What follows belongs to an exercise in optimizing a design on an open flow for small area and a short achievable clock period; a production flow would make more cautious choices.
RTL that was checked went through simulation tests only; none was proved equivalent to the original.
Only the layout flow was run in runs 1 and 4; the RTL was not checked for function there.
Power figures rest on the tool's default switching activity, not on a simulated workload.

==> flow/design.v <==
module spi_ram_ctrl (
  input  logic       clk,
  input  logic       rst_n,
  input  logic [9:0] din,
  input  logic       rx_valid,
  output logic [7:0] dout,
  output logic       tx_valid,
  output logic       cmd_err
);
  logic        rx_valid_q;
  logic        accept;
  logic [1:0]  opcode;
  logic        wr_addr_vld;
  logic        rd_armed;
  logic [7:0]  wr_addr;
  logic [15:0] rd_lo;
  logic [15:0] rd_hi;
  logic        wr_go;
  logic        rd_fire;
  logic [7:0]  dout_n;
  logic        tx_valid_n;
  logic [7:0]  dout_nxt;
  logic        tx_valid_nxt;
  logic        we_q;
  logic [15:0] we_hi_n;
  logic [15:0] we_lo_n;
  logic [7:0]  wdata_q;
  logic        hit_q;
  logic [7:0]  mem [256];
  logic [7:0]  p   [16];
  logic [7:0]  rd_data;
  assign accept  = rx_valid & ~rx_valid_q;
  assign opcode  = din[9:8];
  assign wr_go   = accept & (opcode == 2'b01) & wr_addr_vld;
  assign rd_fire = accept & (opcode == 2'b11) & rd_armed;
  always_comb begin
    rd_data = '0;
    for (int k = 0; k < 16; k++) rd_data = rd_data | (p[k] & {8{rd_hi[k]}});
  end
  always_comb begin
    dout_nxt     = ~dout_n;
    tx_valid_nxt = ~tx_valid_n;
    if (accept) tx_valid_nxt = (opcode == 2'b11) & rd_armed;
    if (rd_fire) dout_nxt = hit_q ? wdata_q : rd_data;
  end
  always_ff @(posedge clk or negedge rst_n) begin
    if (!rst_n) begin
      dout_n     <= '1;
      tx_valid_n <= 1'b1;
    end else begin
      dout_n     <= ~dout_nxt;
      tx_valid_n <= ~tx_valid_nxt;
    end
  end
  always_ff @(posedge clk or negedge rst_n) begin
    if (!rst_n) begin
      rx_valid_q  <= 1'b0;
      wr_addr_vld <= 1'b0;
      rd_armed    <= 1'b0;
      cmd_err     <= 1'b0;
      tx_valid    <= 1'b0;
      dout        <= '0;
    end else begin
      rx_valid_q <= rx_valid;
      cmd_err    <= accept & (((opcode == 2'b01) & ~wr_addr_vld) |
                              ((opcode == 2'b11) & ~rd_armed));
      tx_valid   <= tx_valid_nxt;
      dout       <= dout_nxt;
      if (accept) begin
        case (opcode)
          2'b00:   wr_addr_vld <= 1'b1;
          2'b10:   rd_armed    <= 1'b1;
          2'b11:   rd_armed    <= 1'b0;
          default: ;
        endcase
      end
    end
  end
  always_ff @(posedge clk) begin
    if (accept & (opcode == 2'b00)) wr_addr <= din[7:0];
    if (accept & (opcode == 2'b10)) begin
      for (int j = 0; j < 16; j++) begin
        rd_lo[j] <= (din[3:0] == 4'(j));
        rd_hi[j] <= (din[7:4] == 4'(j));
      end
    end
    if (accept) wdata_q <= din[7:0];
    we_q <= wr_go;
    for (int j = 0; j < 16; j++) begin
      we_hi_n[j] <= ~(wr_go & (wr_addr[7:4] == 4'(j)));
      we_lo_n[j] <= ~(wr_addr[3:0] == 4'(j));
    end
    hit_q <= we_q & rd_lo[wr_addr[3:0]] & rd_hi[wr_addr[7:4]];
  end
  always_ff @(posedge clk) begin
    for (int r = 0; r < 256; r++) begin
      if (!(we_hi_n[r / 16] | we_lo_n[r % 16])) mem[r] <= wdata_q;
    end
  end
  always_ff @(posedge clk) begin
    for (int k = 0; k < 16; k++) begin
      logic [7:0] acc;
      acc = '0;
      for (int j = 0; j < 16; j++) acc = acc | (mem[16*k + j] & {8{rd_lo[j]}});
      p[k] <= acc;
    end
  end
endmodule
==> flow/run.sh <==
#!/bin/bash
# synth_recipe.tcl (not shown) runs the flow's synth.tcl, then flattens the netlist and writes it again
# the make line also repeats each setting of config.mk as NAME=value (left out here)
make -C /OpenROAD-flow-scripts/flow DESIGN_CONFIG=/design/flow/config.mk WORK_HOME=/design/flow/orfs CLKGATE_MAP_FILE= SYNTH_SCRIPT=/design/flow/synth_recipe.tcl finish
==> flow/config.mk <==
export PLATFORM = sky130hd
export DESIGN_NAME = spi_ram_ctrl
export DESIGN_NICKNAME = spi_ram_ctrl
export VERILOG_FILES = /design/flow/design.v
export SDC_FILE = /design/flow/constraint.sdc
export NUM_CORES = 4
export LEC_CHECK = 0
export CAP_MARGIN = 20
export CORE_MARGIN = 2
export CORE_UTILIZATION = 65
export CTS_CLUSTER_DIAMETER = 100
export CTS_CLUSTER_SIZE = 30
export SETUP_SLACK_MARGIN = 2.9
export SLEW_MARGIN = 20
==> flow/constraint.sdc <==
create_clock -name core_clock -period 5.0 [get_ports {clk}]
set_input_delay 1.0000 -clock core_clock [delete_from_list [all_inputs] [get_ports {clk}]]
set_output_delay 1.0000 -clock core_clock [all_outputs]
set_load 0.01 [all_outputs]
==> results.yml, run 1 <==
sta:
  timing.slew.headroom_pct: 17.0
  slew_violations: 0
  worst_slew_pin_slew_ns: 1.24
  fin_worst_skew_ns: 0.0476
  grt_setup_unrepaired: "yes"
  finalHoldViolations: 0
  fmax_mhz: 419
  finalSetupViolCount: 0
  tns_ns: 0
  timing.final.crit_period_ns: 2.39
  fin_crit_sh_pct: 47.8
grt:
  track_usage_pct: 34.9
  grt_max_degree: 194
  antenna_found_initial: 4
  grt.overflow.total: 0
  first_global_vias: 41300
  grt_pass1_wl_mm: 310
clocking:
  path_clk_slew_ns: 0.12
  clk_root_buffer_cell: "clkbuf_16"
  numCtsBuffers: 85
  cts_tree: "done"
  cts_max_level: 3
  worstSkewPairLatency_ns: 0.75
  cts.sinks: 2280
  cts_max_path_buffers: 3
  holdBufCountCts: 0
floorplanning:
  rows: 128
  die_x_um: 355
  start_util_pct: 65.7
  boundaryPins: 23
  die_h_um: 355
  core_mm2: 0.122
  die_area_mm2: 0.126
setup_path:
  cp_cell_sequence: "buf_6"
  critPathTopFamily: "flip-flops"
  required_ns: 4.00
  setup.worst_path.class: "reg -> out"
  slowest_delay_ns: 0.51
  cp_num_buf_inv: 1
  critPathCaptureType: "output port"
  worstPathMaxFanout: 1
  cp_slowest_cell: "dfrtp_2"
  arrival_ns: 1.39
  critPathLaunchType: "flop"
drt:
  wl_per_cell_um: 37.7
  postRouteAntennaNets: 0
  wl_mm: 220
  drt_iter0_drc: 7299
  drc_errors: 0
  viasPerCell: 7.47
  first_pass_iters: 8
  via_count: 43600
finish:
  synthToLayoutAreaGrowth_pct: 6.14
  drive_gt1_share_pct: 7.46
  ff_latch_area_mm2: 0.0668
  multi_input_area_mm2: 0.0126
  instances_no_fill: 5836
  num-nets-final: 4151
  nFillCells: 7572
pwr:
  seqPwrFrac_pct: 69.2
  vdd_drop_max_uv: 330
  switchingPower_mw: 5.88
  p_int_mw: 24.3
  p_sw_share_pct: 19.5
  fin_total_pwr_mw: 30.2
  combPwrFrac_pct: 1.7
  power_density_mw_per_mm2: 354
  p_leak_nw: 25.8
  clkPwrFrac_pct: 29.1
job:
  drv_cap: 0
synthesis:
  yosysWarnings: 3
  synthCells: 4235
  synthTopCellsByArea: "edfxtp_1 78%, a221oi_1 5.6%, a22o_1 5.6%"
  synth_fp_nets: 4248
  synth.top_cell.area_share_pct: 78.4
  ys_types: 39
  seq_area_frac_synth_pct: 83.1
  synth_area_mm2: 0.0803
  synth-seq-cells: 2280
  synth_top_area_cell: "edfxtp_1"
  syn_area_per_cell_um2: 19.0
run_status:
  status: "finished clean"
placed_design:
  place_congestion: 0.964
  portBuffers: 22
  dp_hpwl_mm: 125
  dp_cells: 5650
hold_path:
  hold_class: "reg -> reg"
-- cells in the final DEF, fill, tap and decap left out, drive strengths merged, types with 2 or more instances in the layout --
master	Yosys	final
clkdlybuf4s50	0	12
a21oi	3	3
nor2	279	280
nor4	2	2
dfxtp	162	162
dfstp	9	9
nand4	137	137
nand2b	8	8
o22ai	8	8
nor3b	3	3
a222oi	8	8
a2111oi	8	8
buf	46	114
and3	3	3
edfxtp	2096	2096
a221oi	512	512
nand3	17	17
or2	2	2
a22oi	50	50
o22a	8	8
diode	0	4
dfrtp	13	13
mux2i	6	6
a22o	512	512
inv	4	5
and4	1	2
nor2b	8	8
nor3	13	13
o21ai	8	8
mux4	5	5
clkbuf	266	155
nand2	33	33
-- cells in the mapped netlist (all sizes together) --
| master | n |
|---|---|
| a2111oi | 8 |
| a21o | 1 |
| a21oi | 3 |
| a221oi | 512 |
| a222oi | 8 |
| a22o | 512 |
| a22oi | 50 |
| a311oi | 1 |
| and2 | 1 |
| and3 | 3 |
| and4 | 1 |
| buf | 46 |
| clkbuf | 266 |
| dfrtp | 13 |
| dfstp | 9 |
| dfxtp | 162 |
| edfxtp | 2096 |
| inv | 4 |
| mux2i | 6 |
| mux4 | 5 |
| nand2 | 33 |
| nand2b | 8 |
| nand3 | 17 |
| nand3b | 1 |
| nand4 | 137 |
| nor2 | 279 |
| nor2b | 8 |
| nor3 | 13 |
| nor3b | 3 |
| nor4 | 2 |
| o211ai | 1 |
| o21ai | 8 |
| o22a | 8 |
| o22ai | 8 |
| or2 | 2 |
-- per-stage QoR --
stage          util (%)  cell area, um2  hold slack, ns  setup WS, ns
2_1_floorplan         -           80300           0.431         0.936
3_3_place_gp       67.3           82200           0.445          1.69
3_5_place_dp       67.3           82200           0.447          1.77
6_report           69.7           85200           0.461          2.61
5_1_grt            69.7           85200           0.490          2.59
4_1_cts            69.4           84900           0.472          2.59
-- metal layers --
layer | share of wire (%) | GRT usage [%] | wire length (um) | vias to the layer above
met5 | 0.024 | 0 | 53 | -
met4 | 3.8 | 11.1 | 8280 | 8
met3 | 13 | 8.10 | 28700 | 427
met2 | 46 | 52.9 | 101000 | 3048
met1 | 37 | 51.4 | 82400 | 22500
li1 | - | - | - | 17600
-- power groups by stage --
stage                     clock, mW  sequential, mW  combinational, mW
after floorplan                   0            21.4              0.154
after global placement            0            21.3              0.498
after detailed placement          0            21.3              0.516
after CTS                      8.76            20.9              0.507
after global routing           9.35            20.9              0.555
final                          8.76            20.9              0.521
-- state kept, by name, summed over array words and instances, names as in the netlist, named ones only --
register     flops
wr_addr          8
rd_hi           16
mem           2048
we_hi_n         16
rd_armed         1
tx_valid         1
wr_addr_vld      1
we_q             1
p              128
dout             8
cmd_err          1
wdata_q          8
we_lo_n         16
hit_q            1
tx_valid_n       1
rx_valid_q       1
rd_lo           16
-- path summary, 6_finish.rpt --
check | start | to | slack, ns | cells after the start
worst max-delay path | cmd_err$_DFF_PN0_ | cmd_err | 2.61 | 1
worst min-delay path | mem[139][1]$_DFFE_PN_ | p[8][1]$_DFF_P_ | 0.46 | 2
min in group asynchronous | rst_n | dout[4]$_DFF_PN0_ | 0.66 | 2
worst min register to register | mem[139][1]$_DFFE_PN_ | p[8][1]$_DFF_P_ | 0.46 | 2
max in group asynchronous | rst_n | async pin | 3.98 | 2
worst max register to register | we_lo_n[4]$_DFF_P_ | mem[148][3]$_DFFE_PN_ | 2.84 | 1
-- cell type report --
| class | instances | area share, % |
|---|---|---|
| flip-flops and latches | 2280 | 78.4 |
| multi-input cells | 1641 | 14.8 |
| clock buffers | 155 | 2.85 |
| well taps | 1625 | 2.39 |
| repair buffers | 126 | 1.59 |
| inverters | 4 | 0.0176 |
| diodes | 4 | 0.0117 |
| clock inverters | 1 | 0.0103 |
-- kinds of logic after synthesis --
family,Yosys count,share of synthesized area [%]
flops,2280,83.1
compound gates,1120,12.1
simple gates,508,2.95
buf+inv,316,1.56
mux,11,0.215
-- repair_timing --
action | CTS | global route
buffers inserted | 8 | 16
resized for setup | 97 | 36
endpoints found under the setup margin | 417 | 464
gates cloned | 1 | 1
pin swaps | 1 | 4
==> run 2, diff against run 1 <==
==> flow/design.v (replaced) <==
module spi_ram_ctrl (
  input  logic       clk,
  input  logic       rst_n,
  input  logic [9:0] din,
  input  logic       rx_valid,
  output logic [7:0] dout,
  output logic       tx_valid,
  output logic       cmd_err
);
  logic        rx_valid_q;
  logic        accept;
  logic [1:0]  opcode;
  logic        wr_addr_vld;
  logic        rd_armed;
  logic [7:0]  wr_addr;
  logic [31:0] rd_lo;
  logic [7:0]  rd_hi;
  logic        wr_go;
  logic        rd_fire;
  logic        we_q;
  logic [15:0] we_hi_n;
  logic [15:0] we_lo_n;
  logic [7:0]  wdata_q;
  logic        hit_q;
  logic [7:0]  mem [256];
  logic [7:0]  p   [8];
  logic [7:0]  rd_data;
  assign accept  = rx_valid & ~rx_valid_q;
  assign opcode  = din[9:8];
  assign wr_go   = accept & (opcode == 2'b01) & wr_addr_vld;
  assign rd_fire = accept & (opcode == 2'b11) & rd_armed;
  always_comb begin
    rd_data = '0;
    for (int k = 0; k < 8; k++) rd_data = rd_data | (p[k] & {8{rd_hi[k]}});
  end
  always_ff @(posedge clk or negedge rst_n) begin
    if (!rst_n) begin
      rx_valid_q  <= 1'b0;
      wr_addr_vld <= 1'b0;
      rd_armed    <= 1'b0;
      cmd_err     <= 1'b0;
      tx_valid    <= 1'b0;
      dout        <= '0;
    end else begin
      rx_valid_q <= rx_valid;
      cmd_err    <= accept & (((opcode == 2'b01) & ~wr_addr_vld) |
                              ((opcode == 2'b11) & ~rd_armed));
      if (accept) begin
        tx_valid <= (opcode == 2'b11) & rd_armed;
        case (opcode)
          2'b00:   wr_addr_vld <= 1'b1;
          2'b10:   rd_armed    <= 1'b1;
          2'b11:   rd_armed    <= 1'b0;
          default: ;
        endcase
      end
      if (rd_fire) begin
        dout <= hit_q ? wdata_q : rd_data;
      end
    end
  end
  always_ff @(posedge clk) begin
    if (accept & (opcode == 2'b00)) wr_addr <= din[7:0];
    if (accept & (opcode == 2'b10)) begin
      for (int j = 0; j < 32; j++) rd_lo[j] <= (din[4:0] == 5'(j));
      for (int j = 0; j < 8; j++)  rd_hi[j] <= (din[7:5] == 3'(j));
    end
    if (accept) wdata_q <= din[7:0];
    we_q <= wr_go;
    for (int j = 0; j < 16; j++) begin
      we_hi_n[j] <= ~(wr_go & (wr_addr[7:4] == 4'(j)));
      we_lo_n[j] <= ~(wr_addr[3:0] == 4'(j));
    end
    hit_q <= we_q & rd_lo[wr_addr[4:0]] & rd_hi[wr_addr[7:5]];
  end
  always_ff @(posedge clk) begin
    for (int r = 0; r < 256; r++) begin
      if (!(we_hi_n[r / 16] | we_lo_n[r % 16])) mem[r] <= wdata_q;
    end
  end
  always_ff @(posedge clk) begin
    for (int k = 0; k < 8; k++) begin
      logic [7:0] acc;
      acc = '0;
      for (int j = 0; j < 32; j++) acc = acc | (mem[32*k + j] & {8{rd_lo[j]}});
      p[k] <= acc;
    end
  end
endmodule
--- a/flow/config.mk
+++ b/flow/config.mk
@@ -10,5 +10,6 @@
 export CORE_UTILIZATION = 65
 export CTS_CLUSTER_DIAMETER = 100
 export CTS_CLUSTER_SIZE = 30
+export PLACE_DENSITY = 0.75
 export SETUP_SLACK_MARGIN = 2.9
 export SLEW_MARGIN = 20
==> run 2 against run 1 <==
Still clean on timing, DRC and antenna. Sequential power fell by 3%. Final area decreased by 0.85%. Worst hold slack better by 0.010 ns. Maximum frequency grew 0.61%. Critical path depth stayed put. Cell count up 2.8%. Sequential cell count decreased by 65. First-iteration DRC count increased by 28%. Core utilization is 0.60 points higher. Sequential share of layout area decreased by 0.86 points. Highest routed layer unchanged.
==> results.yml, run 2 <==
setup_path:
  worstPathMaxFanout: 2
  cp_slowest_cell: "dfrtp_2"
  setup.worst_path.class: "reg -> out"
  slowest_delay_ns: 0.50
  critPathCaptureType: "output port"
  arrival_ns: 1.37
  critPathLaunchType: "flop"
  critPathTopFamily: "flip-flops"
  cp_num_buf_inv: 1
  required_ns: 4.00
  cp_cell_sequence: "buf_6"
floorplanning:
  start_util_pct: 65.6
  die_area_mm2: 0.124
  die_h_um: 352
  core_mm2: 0.120
  boundaryPins: 23
  rows: 127
  die_x_um: 352
pwr:
  seqPwrFrac_pct: 69.2
  switchingPower_mw: 5.75
  vdd_drop_max_uv: 327
  clkPwrFrac_pct: 29.1
  p_sw_share_pct: 19.6
  p_leak_nw: 25.1
  p_int_mw: 23.6
  combPwrFrac_pct: 1.7
  power_density_mw_per_mm2: 348
synthesis:
  synth_edf_count: 2104
  synthCells: 4329
  ys_types: 37
  synthTopCellsByCount: "2104 x edfxtp_1, 1057 x a22oi_1, 294 x nor2_1"
  yosysWarnings: 3
  synth.area.mux_share_pct: 0.306
  yosys.area_share.simple_pct: 4.62
  synth-xor-area-share_pct: 0
  syn_area_per_cell_um2: 18.2
  synth_top_family_by_area: "compound AO/OA/AOI/OAI gates"
  synth.most_common_cell: "edfxtp_1"
  async_reset_ff_share_pct: 0.587
  synth_top_area_cell: "edfxtp_1"
  seq_area_frac_synth_pct: 83.0
  synth_fp_nets: 4342
  yosys.area_share.adder_pct: 0
  ys.flop_type: "edfxtp_1"
  synth_area_mm2: 0.0788
  synth-seq-cells: 2215
  synth-compound-area-share_pct: 10.3
  synthTopCellsByArea: "edfxtp_1 80%, a22oi_1 10%, dfxtp_1 2.5%"
  synth.top_cell.area_share_pct: 80.1
placed_design:
  place_congestion: 0.897
  dp_hpwl_mm: 134
  dp_cells: 5789
  dp_slack_ns: 1.93
  placed_area_mm2: 0.0810
  portBuffers: 22
sta:
  tns_ns: 0
  worst_slew_pin_slew_ns: 1.24
  fin_worst_skew_ns: 0.0331
  fmax_mhz: 421
  layout_setup_ws_ns: 2.63
  finalSetupViolCount: 0
  timing.final.crit_period_ns: 2.37
  finalHoldViolations: 0
  slew_violations: 0
  fin_crit_sh_pct: 47.5
  grt_setup_unrepaired: "yes"
  timing.slew.headroom_pct: 16.7
finish:
  utilization_pct: 70.3
  instances_no_fill: 6001
  num-nets-final: 4333
  final_cell_mix: "2104 x edfxtp_1, 1048 x a22oi_1, 258 x nand4_1"
  synthToLayoutAreaGrowth_pct: 7.15
  regMostFlops: "mem"
  finalInstanceArea_mm2: 0.0845
  largest_register_ff_count: 2048
  top_regs: "mem x2048, p x64, rd_lo x32"
  drive_gt1_share_pct: 8.86
  mostFrequentLayoutCell: "edfxtp_1"
hold_path:
  hold_class: "reg -> reg"
drt:
  wl_per_cell_um: 41.0
  viasPerCell: 7.76
  wl_mm: 246
  drt_iter0_drc: 9361
  postRouteAntennaNets: 0
  drc_errors: 0
  via_count: 46500
  first_pass_iters: 6
clocking:
  path_clk_slew_ns: 0.12
  clk_root_buffer_cell: "clkbuf_16"
  cts_max_path_buffers: 3
  worstSkewPairLatency_ns: 0.73
  cts.sinks: 2215
  numCtsBuffers: 83
  cts_tree: "done"
  cts_max_level: 3
grt:
  grt.overflow.total: 0
  antenna_found_initial: 11
  first_global_vias: 43400
  track_usage_pct: 38.8
  grt_max_degree: 193
  grt_pass1_wl_mm: 334
run_status:
  status: "finished clean"
job:
  drv_cap: 0
==> run 2: cell types whose count changed after synthesis, moves of 15 or more <==
cell,delta
or4_1,+64
buf_1,+32
a22o_1,-512
dfxtp_1,-64
clkbuf_1,-144
nand4_1,+121
a22oi_1,+1007
buf_2,+114
nor2_1,+15
a221oi_1,-512
==> run 2: kinds of logic (layout without fill, tap and decap cells) <==
family                 after synthesis  count (layout)
buffers and inverters              313             364
AO/OA/AOI/OAI                     1086            1086
multiplexers                        14              14
AND/OR/NAND/NOR                    701             702
other                                0               8
flip-flops                        2215            2215
==> run 2: layout make-up <==
cell class / count / area, um2
multi-input combinational: 1802 / 12300
antenna: 8 / 20.0
timing repair buffer: 215 / 2330
clock buffer: 142 / 2300
tap: 1612 / 2020
inverter: 3 / 18.8
fill: 7318 / 35600
clock inverter: 4 / 56.3
sequential: 2215 / 65500
==> run 2: worst reg2reg max path, cell delays in order (launching register included) <==
cell and delay, ns:
dfxtp_1 0.53, buf_4 0.35, nor2_1 0.92
==> run 2: worst paths after layout <==
path / from / to / slack (ns) / depth (start not counted)
max in group asynchronous: rst_n / dout[2]$_DFFE_PN0P_ / 3.75 / 1
min in group asynchronous: rst_n / dout[3]$_DFFE_PN0P_ / 0.72 / 1
max reg2reg: we_lo_n[14]$_DFF_P_ / mem[78][7]$_DFFE_PN_ / 2.83 / 2
min: we_q$_DFF_P_ / hit_q$_DFF_P_ / 0.47 / 2
min reg2reg: we_q$_DFF_P_ / hit_q$_DFF_P_ / 0.47 / 2
max: dout[1]$_DFFE_PN0P_ / dout[1] / 2.63 / 1
==> run 2: stage by stage <==
step                power [mW]  hold slack [ns]
floorplan                 20.9            0.406
global placement          21.2            0.427
detailed placement        21.2            0.434
CTS                       29.2            0.470
global route              29.9            0.501
finish                    29.4            0.471
==> run 2: what timing repair did <==
| item | CTS | global route |
|---|---|---|
| hold endpoints to repair | 0 | 0 |
| endpoints found under the setup margin | 274 | 253 |
| cloned | 6 | 6 |
| pin swaps | 5 | 15 |
| buffers inserted | 25 | 17 |
| resized for setup | 110 | 49 |
| hold buffers | 0 | 0 |
==> run 2: routing by layer <==
layer | vias up | GRT usage (%) | routed length, um
met1 | 23000 | 52.3 | 78400
met3 | 983 | 12.1 | 42200
met4 | 10 | 20.1 | 16800
li1 | 17800 | - | -
met5 | - | 0 | 57
met2 | 4773 | 57.6 | 109000
==> run 2: power by group through the flow <==
| stage | Sequential (mW) | Clock [mW] | Combinational (mW) |
|---|---|---|---|
| CTS | 20.3 | 8.46 | 0.475 |
| detailed placement | 20.7 | 0 | 0.463 |
| floorplan | 20.8 | 0 | 0.115 |
| global route | 20.3 | 9.02 | 0.526 |
| global placement | 20.7 | 0 | 0.448 |
| finish | 20.3 | 8.54 | 0.507 |
==> run 3, diff against run 2 <==
--- a/flow/config.mk
+++ b/flow/config.mk
@@ -10,6 +10,5 @@
 export CORE_UTILIZATION = 65
 export CTS_CLUSTER_DIAMETER = 100
 export CTS_CLUSTER_SIZE = 30
-export PLACE_DENSITY = 0.75
 export SETUP_SLACK_MARGIN = 2.9
 export SLEW_MARGIN = 20
==> run 3 against run 2 <==
Critical path type unchanged. First-iteration DRC count decreased by 9.4%. Still clean. Register-to-register slack hardly changed. Non-clock buffer count grew 45. Worst hold slack worse by 0.012 ns. Power grew 0.46%. Critical path depth unchanged.
==> results.yml, run 3 <==
sta:
  layout_setup_ws_ns: 2.61
  grt_setup_unrepaired: "yes"
  fin_worst_skew_ns: 0.0327
  timing.final.crit_period_ns: 2.39
  whs_ns: 0.459
  timing.slew.headroom_pct: 9.13
  finalSetupViolCount: 0
  finalHoldViolations: 0
  tns_ns: 0
  slew_violations: 0
  fin_crit_sh_pct: 47.9
  fmax_mhz: 418
  worst_slew_pin_slew_ns: 1.36
synthesis:
  synth_top_family_by_area: "compound AO/OA/AOI/OAI gates"
  yosys.area_share.adder_pct: 0
  synth.area.mux_share_pct: 0.306
  synth_area_mm2: 0.0788
  ys_types: 37
  synthCells: 4329
  async_reset_ff_share_pct: 0.587
  syn_area_per_cell_um2: 18.2
  synth.top_cell.area_share_pct: 80.1
  synth-seq-cells: 2215
  synth_fp_nets: 4342
  synth-compound-area-share_pct: 10.3
  synth-xor-area-share_pct: 0
  ys.flop_type: "edfxtp_1"
  seq_area_frac_synth_pct: 83.0
  synth_top_area_cell: "edfxtp_1"
  synth.most_common_cell: "edfxtp_1"
  synth_edf_count: 2104
  synthTopCellsByCount: "2104 x edfxtp_1, 1057 x a22oi_1, 294 x nor2_1"
  yosysWarnings: 3
  synthTopCellsByArea: "edfxtp_1 80%, a22oi_1 10%, dfxtp_1 2.5%"
  yosys.area_share.simple_pct: 4.62
drt:
  wl_mm: 258
  first_pass_iters: 6
  via_count: 46100
  wl_per_cell_um: 42.8
  postRouteAntennaNets: 0
  drt_iter0_drc: 8484
  drc_errors: 0
  viasPerCell: 7.63
floorplanning:
  core_mm2: 0.120
  boundaryPins: 23
  die_x_um: 352
  rows: 127
  die_area_mm2: 0.124
  die_h_um: 352
  start_util_pct: 65.6
setup_path:
  r2r_slack_ns: 2.83
  slowest_delay_ns: 0.52
  cp_cell_sequence: "buf_6"
  crit-reg2reg-launch: "we_lo_n[3]$_DFF_P_"
  worstPathMaxFanout: 2
  critPathLaunchType: "flop"
  arrival_ns: 1.39
  r2r-end: "mem[131][5]$_DFFE_PN_"
  required_ns: 4.00
  critPathCaptureType: "output port"
  cp_num_buf_inv: 1
  ff2ff_path_depth: 2
  setup.worst_path.class: "reg -> out"
  critPathTopFamily: "flip-flops"
  cp_slowest_cell: "dfrtp_2"
finish:
  nFillCells: 7586
  drive_gt1_share_pct: 10.2
  regMostFlops: "mem"
  synthToLayoutAreaGrowth_pct: 7.79
  top_regs: "mem x2048, p x64, rd_lo x32"
  finalInstanceArea_mm2: 0.0850
  mostFrequentLayoutCell: "edfxtp_1"
  largest_register_ff_count: 2048
  final_cell_mix: "2104 x edfxtp_1, 1043 x a22oi_1, 258 x nand4_1"
  num-nets-final: 4378
hold_path:
  min_to: "hit_q$_DFF_P_"
  hold-path-cell-count: 2
  min_from: "we_q$_DFF_P_"
  hold_class: "reg -> reg"
pwr:
  p_sw_share_pct: 19.9
  seqPwrFrac_pct: 68.9
  power_density_mw_per_mm2: 347
  clkPwrFrac_pct: 29.3
  p_int_mw: 23.6
  combPwrFrac_pct: 1.7
  switchingPower_mw: 5.86
  p_leak_nw: 25.4
  vdd_drop_max_uv: 317
clocking:
  cts_tree: "done"
  numCtsBuffers: 83
  cts_max_level: 3
  clk_root_buffer_cell: "clkbuf_16"
  worstSkewPairLatency_ns: 0.74
  holdBufCountCts: 0
  path_clk_slew_ns: 0.12
  cts_max_path_buffers: 3
  cts.sinks: 2215
grt:
  track_usage_pct: 40.2
  grt.overflow.total: 0
  grt_max_degree: 258
  first_global_vias: 42300
  grt_pass1_wl_mm: 342
  antenna_found_initial: 14
placed_design:
  place_congestion: 0.903
  placed_area_mm2: 0.0813
  dp_hpwl_mm: 139
  dp_slack_ns: 1.89
  portBuffers: 22
run_status:
  status: "finished clean"
job:
  drv_cap: 0
[run 3: cell count changes in the layout (fill, tap and decap cells not counted), sizes merged]
| cell | previous run | this run |
|---|---|---|
| buf | 195 | 240 |
| diode | 8 | 2 |
| clkbuf | 147 | 152 |
| bufbuf | 3 | 1 |
| bufinv | 1 | 0 |
| clkinvlp | 0 | 1 |
| inv | 6 | 5 |
[run 3: cell families after synthesis]
| logic type | count (synthesis) |
|---|---|
| mux | 14 |
| flops | 2215 |
| simple gates | 701 |
| compound gates | 1086 |
| buf+inv | 313 |
[run 3: per-layer routing]
metal / GRT usage, % / wire length [um]
met1: 56.7 / 88600
met2: 62.6 / 119000
met3: 8.75 / 37200
met4: 15.5 / 13800
met5: 0 / 58
[run 3: layout make-up]
| cell class | count | area (um2) | share of cell area, % |
|---|---|---|---|
| repair buffers | 260 | 2770 | 3.26 |
| well taps | 1612 | 2020 | 2.37 |
| flip-flops and latches | 2215 | 65500 | 77.0 |
| clock inverters | 3 | 25.0 | 0.0294 |
| clock buffers | 145 | 2350 | 2.77 |
| multi-input cells | 1802 | 12300 | 14.5 |
| inverters | 3 | 18.8 | 0.0221 |
| diodes | 2 | 5.00 | 0.00589 |
[run 3: timing repair]
| item | CTS | global route |
|---|---|---|
| gates resized for setup | 93 | 76 |
| pin swaps | 6 | 17 |
| buffers inserted | 37 | 35 |
| cloned | 2 | 10 |
| endpoints found under the setup margin | 283 | 145 |
[run 3: power by group through the flow]
stage / logic (mW) / clock network [mW] / registers (mW)
floorplan: 0.115 / 0 / 20.8
global placement: 0.451 / 0 / 20.7
detailed placement: 0.460 / 0 / 20.7
CTS: 0.478 / 8.59 / 20.3
global route: 0.534 / 9.16 / 20.3
finish: 0.511 / 8.66 / 20.3
[run 3: through the flow]
step           utilization, %  total power, mW  cells
5_1_grt                  70.7             30.0   6040
3_5_place_dp             67.6             21.2   5804
2_1_floorplan               -             20.9   4329
4_1_cts                  70.0             29.4   5991
6_report                 70.7             29.5   6042
3_3_place_gp             67.5             21.2   5800
[run 3: worst max path at each step]
stage | startpoint | end | slack (ns) | cells past startpoint
6_report | dout[4]$_DFFE_PN0P_ | dout[4] | 2.61 | 1
5_1_grt | dout[4]$_DFFE_PN0P_ | dout[4] | 2.59 | 1
4_1_cts | dout[2]$_DFFE_PN0P_ | dout[2] | 2.62 | 1
3_5_place_dp | rx_valid | rd_hi[0]$_DFFE_PP_ | 1.89 | 5
3_3_place_gp | rx_valid | rd_hi[0]$_DFFE_PP_ | 1.91 | 5
2_1_floorplan | wdata_q[0]$_DFFE_PP_ | mem[0][0]$_DFFE_PN_ | 0.94 | 0
==> run 4, diff against run 3 <==
--- a/flow/design.v
+++ b/flow/design.v
@@ -13,8 +13,9 @@
   logic        wr_addr_vld;
   logic        rd_armed;
   logic [7:0]  wr_addr;
-  logic [31:0] rd_lo;
-  logic [7:0]  rd_hi;
+  logic [15:0] rd_lo;
+  logic [3:0]  rd_mid;
+  logic [3:0]  rd_top;
   logic        wr_go;
   logic        rd_fire;
   logic        we_q;
@@ -23,7 +24,7 @@
   logic [7:0]  wdata_q;
   logic        hit_q;
   logic [7:0]  mem [256];
-  logic [7:0]  p   [8];
+  logic [7:0]  p   [4];
   logic [7:0]  rd_data;
   assign accept  = rx_valid & ~rx_valid_q;
   assign opcode  = din[9:8];
@@ -31,7 +32,7 @@
   assign rd_fire = accept & (opcode == 2'b11) & rd_armed;
   always_comb begin
     rd_data = '0;
-    for (int k = 0; k < 8; k++) rd_data = rd_data | (p[k] & {8{rd_hi[k]}});
+    for (int k = 0; k < 4; k++) rd_data = rd_data | (p[k] & {8{rd_top[k]}});
   end
   always_ff @(posedge clk or negedge rst_n) begin
     if (!rst_n) begin
@@ -62,8 +63,11 @@
   always_ff @(posedge clk) begin
     if (accept & (opcode == 2'b00)) wr_addr <= din[7:0];
     if (accept & (opcode == 2'b10)) begin
-      for (int j = 0; j < 32; j++) rd_lo[j] <= (din[4:0] == 5'(j));
-      for (int j = 0; j < 8; j++)  rd_hi[j] <= (din[7:5] == 3'(j));
+      for (int j = 0; j < 16; j++) rd_lo[j] <= (din[3:0] == 4'(j));
+      for (int j = 0; j < 4; j++) begin
+        rd_mid[j] <= (din[5:4] == 2'(j));
+        rd_top[j] <= (din[7:6] == 2'(j));
+      end
     end
     if (accept) wdata_q <= din[7:0];
     we_q <= wr_go;
@@ -71,7 +75,7 @@
       we_hi_n[j] <= ~(wr_go & (wr_addr[7:4] == 4'(j)));
       we_lo_n[j] <= ~(wr_addr[3:0] == 4'(j));
     end
-    hit_q <= we_q & rd_lo[wr_addr[4:0]] & rd_hi[wr_addr[7:5]];
+    hit_q <= we_q & rd_lo[wr_addr[3:0]] & rd_mid[wr_addr[5:4]] & rd_top[wr_addr[7:6]];
   end
   always_ff @(posedge clk) begin
     for (int r = 0; r < 256; r++) begin
@@ -79,10 +83,15 @@
     end
   end
   always_ff @(posedge clk) begin
-    for (int k = 0; k < 8; k++) begin
+    for (int k = 0; k < 4; k++) begin
       logic [7:0] acc;
       acc = '0;
-      for (int j = 0; j < 32; j++) acc = acc | (mem[32*k + j] & {8{rd_lo[j]}});
+      for (int m = 0; m < 4; m++) begin
+        logic [7:0] sub;
+        sub = '0;
+        for (int j = 0; j < 16; j++) sub = sub | (mem[64*k + 16*m + j] & {8{rd_lo[j]}});
+        acc = acc | (sub & {8{rd_mid[m]}});
+      end
       p[k] <= acc;
     end
   end
--- a/flow/config.mk
+++ b/flow/config.mk
@@ -9,6 +9,6 @@
 export CORE_MARGIN = 2
 export CORE_UTILIZATION = 65
 export CTS_CLUSTER_DIAMETER = 100
-export CTS_CLUSTER_SIZE = 30
-export SETUP_SLACK_MARGIN = 2.9
+export CTS_CLUSTER_SIZE = 25
+export SETUP_SLACK_MARGIN = 3.0
 export SLEW_MARGIN = 20
==> run 4 against run 3 <==
Still clean. Clock-buffer cell count increased by 33. Critical path depth is 7 higher. Clock power up 5.9%. First-iteration DRC count fell by 6.8%. Setup slack lost 0.11 ns. Power is 0.53% higher. Cell count down 1.1%. Sequential share of layout area shrank 3.6 points. Sequential power fell by 2%. Via count fell by 3.1%. Global-route usage down 2.2 points. Register-to-register slack lost 0.33 ns.
==> results.yml, run 4 <==
setup_path:
  critPathCaptureType: "flop"
  cp_cell_sequence: "buf_12 > buf_16 > buf_6 > a22o_1 > a221oi_4 > nand4_1 > a22oi_2 > nand3_1"
  arrival_ns: 3.11
  critPathTopFamily: "compound AO/OA/AOI/OAI gates"
  cp_num_buf_inv: 3
  cp_slowest_cell: "edfxtp_1"
  required_ns: 5.61
  critPathLaunchType: "flop"
  slowest_delay_ns: 0.49
  setup.worst_path.class: "reg -> reg"
  worstPathMaxFanout: 6
synthesis:
  synthTopCellsByCount: "2088 x edfxtp_1, 369 x a22oi_1, 352 x a221oi_1, 352 x a22o_1, 273 x nor2_1"
  synth.top_cell.area_share_pct: 80.5
  synth_area_mm2: 0.0779
  seq_area_frac_synth_pct: 82.6
  synth-seq-cells: 2167
  ys_types: 32
  syn_area_per_cell_um2: 18.4
  synthCells: 4230
  async_reset_ff_share_pct: 0.600
  synth_fp_nets: 4243
  synth.most_common_cell: "edfxtp_1"
  synthTopCellsByArea: "edfxtp_1 81%, a221oi_1 4.0%, a22o_1 4.0%"
  ys.flop_type: "edfxtp_1"
  synth_edf_count: 2088
  synth_top_area_cell: "edfxtp_1"
  yosysWarnings: 3
clocking:
  cts.sinks: 2167
  cts_tree: "done"
  clk_root_buffer_cell: "clkbuf_16"
  numCtsBuffers: 96
  cts_max_level: 3
  worstSkewPairLatency_ns: 0.74
  cts_max_path_buffers: 3
  path_clk_slew_ns: 0.10
floorplanning:
  core_mm2: 0.118
  boundaryPins: 23
  die_area_mm2: 0.123
  rows: 126
  start_util_pct: 65.8
  die_h_um: 350
  die_x_um: 350
sta:
  fin_worst_skew_ns: 0.0273
  fin_crit_sh_pct: 50.0
  grt_setup_unrepaired: "yes"
  finalSetupViolCount: 0
  fmax_mhz: 400
  whs_ns: 0.488
  worst_slew_pin_slew_ns: 1.29
  timing.slew.headroom_pct: 14.1
  tns_ns: 0
  timing.final.crit_period_ns: 2.50
  slew_violations: 0
  finalHoldViolations: 0
finish:
  top_regs: "mem x2048, p x32"
  drive_gt1_share_pct: 16.7
  mostFrequentLayoutCell: "edfxtp_1"
  regMostFlops: "mem"
  instances_no_fill: 5973
  final_cell_mix: "2088 x edfxtp_1, 345 x a22o_1, 329 x a22oi_1"
  finalInstanceArea_mm2: 0.0877
  synthToLayoutAreaGrowth_pct: 12.6
  num-nets-final: 4295
  largest_register_ff_count: 2048
grt:
  antenna_found_initial: 11
  grt.overflow.total: 0
  track_usage_pct: 38.1
  first_global_vias: 42100
  grt_max_degree: 212
  grt_pass1_wl_mm: 321
pwr:
  power_density_mw_per_mm2: 338
  p_leak_nw: 26.8
  fin_total_pwr_mw: 29.7
  vdd_drop_max_uv: 364
drt:
  drt_iter0_drc: 7903
  top_layer: "met5"
  wl_met1_mm: 82.5
  met3_length_mm: 34.6
  first_pass_iters: 6
  drc_errors: 0
  postRouteAntennaNets: 0
  via_count: 44700
  wl_mm: 233
  wl_per_cell_um: 38.9
  viasPerCell: 7.48
  wl_met2_mm: 104
placed_design:
  dp_cells: 5627
  dp_hpwl_mm: 117
  place_congestion: 0.869
  portBuffers: 22
  placed_area_mm2: 0.0797
hold_path:
  hold_class: "reg -> reg"
run_status:
  status: "finished clean"
job:
  drv_cap: 0
==> run 4: cell types whose count changed after synthesis, sizes merged, moves of 85 or more <==
cell	previous run	this run
a221oi	0	352
a22o	0	352
a22oi	1057	369
clkbuf	122	207
nand3	14	140
nand4	258	98
==> run 4: worst paths after layout <==
kind / startpoint / endpoint / slack [ns] / cells after the start
max in group asynchronous: rst_n / rx_valid_q$_DFF_PN0_ / 4.01 / 1
hold / removal: tx_valid$_DFFE_PN0P_ / tx_valid$_DFFE_PN0P_ / 0.49 / 2
setup reg to reg: rd_lo[13]$_DFFE_PP_ / p[3][1]$_DFF_P_ / 2.50 / 8
min in group asynchronous: rst_n / wr_addr_vld$_DFFE_PN0P_ / 0.62 / 1
hold reg to reg: tx_valid$_DFFE_PN0P_ / tx_valid$_DFFE_PN0P_ / 0.49 / 2
setup / recovery: rd_lo[13]$_DFFE_PP_ / p[3][1]$_DFF_P_ / 2.50 / 8
==> run 4: tightest hold or removal path: cells and delay by family, from the launching register on <==
family	cells	cell delay, ns
flip-flops	1	0.35
AND/OR/NAND/NOR	2	0.11
==> run 4: layout make-up <==
| class | count | area, um2 |
|---|---|---|
| multi-input cells | 1750 | 14400 |
| fillers | 6736 | 30700 |
| flip-flops and latches | 2167 | 64400 |
| clock inverters | 3 | 26.3 |
| inverters | 1 | 8.76 |
| clock buffers | 178 | 2820 |
| repair buffers | 266 | 4000 |
| diodes | 8 | 20.0 |
| well taps | 1600 | 2000 |
==> run 4: cell families after synthesis <==
logic type / Yosys count / share of synthesized area [%]
flip-flops: 2167 / 82.6
buffers and inverters: 314 / 1.71
multiplexers: 6 / 0.174
AND/OR/NAND/NOR: 579 / 3.42
AO/OA/AOI/OAI: 1164 / 12.1
==> run 4: stage by stage <==
step | worst slack (ns) | utilization [%]
after floorplan | 0.936 | -
final | 2.50 | 74.1
after global placement | 1.82 | 67.3
after CTS | 2.69 | 73.3
after global routing | 2.57 | 74.0
after detailed placement | 1.83 | 67.3
==> run 4: power by group <==
part,total (mW),switching (mW),internal (mW)
Combinational,0.621,0.455,0.166
Clock,9.17,5.32,3.85
Sequential,19.9,0.0413,19.8
Total,29.7,5.81,23.8
==> run 4: metal layers <==
layer	vias up	GRT usage, %
met4	8	15.5
met2	3484	56.4
li1	17800	-
met5	-	0
met1	22900	55.5
met3	530	9.12
==> run 4: what timing repair did <==
action / in CTS / in global routing
hold buffers: 0 / 0
resized for setup: 537 / 89
pin swaps: 143 / 73
cloned: 48 / 3
setup endpoints to repair: 876 / 430
setup buffers: 75 / 30

afterwards: timing with drivers on the ports:
The results above use ideal ports. As a check the final layouts listed here were re-extracted and re-timed, cells and wires unchanged. Step 1 sets driving cells, clkbuf_16 on the clock port and buf_2 on the other inputs (assumed; they add their load-dependent delay and slew). Step 2 times the ports against the registers' clock, not the clock port: input delays grow and output delays shrink by t, the midpoint of the rising clock arrivals with the driver on. Slacks: ideal / step 1 / step 2; pairs: ideal / step 1.
run | t (ns) | setup WS [ns] | worst setup path after step 2 | worst register clock-pin slew, ns | cell pins on the clock port's net
run 1 | 0.803 | 2.612 / 2.534 / 2.014 | input to register | 0.12 / 0.12 | 1
run 2 | 0.790 | 2.627 / 2.551 / 2.249 | input to register | 0.12 / 0.12 | 1
run 3 | 0.795 | 2.606 / 2.531 / 2.228 | input to register | 0.12 / 0.12 | 1
run 4 | 0.811 | 2.498 / 2.498 / 2.211 | input to register | 0.10 / 0.10 | 1
After both steps every run listed still meets setup and hold. The setup slack of run 1, which loses most, moves by -0.078 ns with the drivers and by -0.598 ns with both steps.
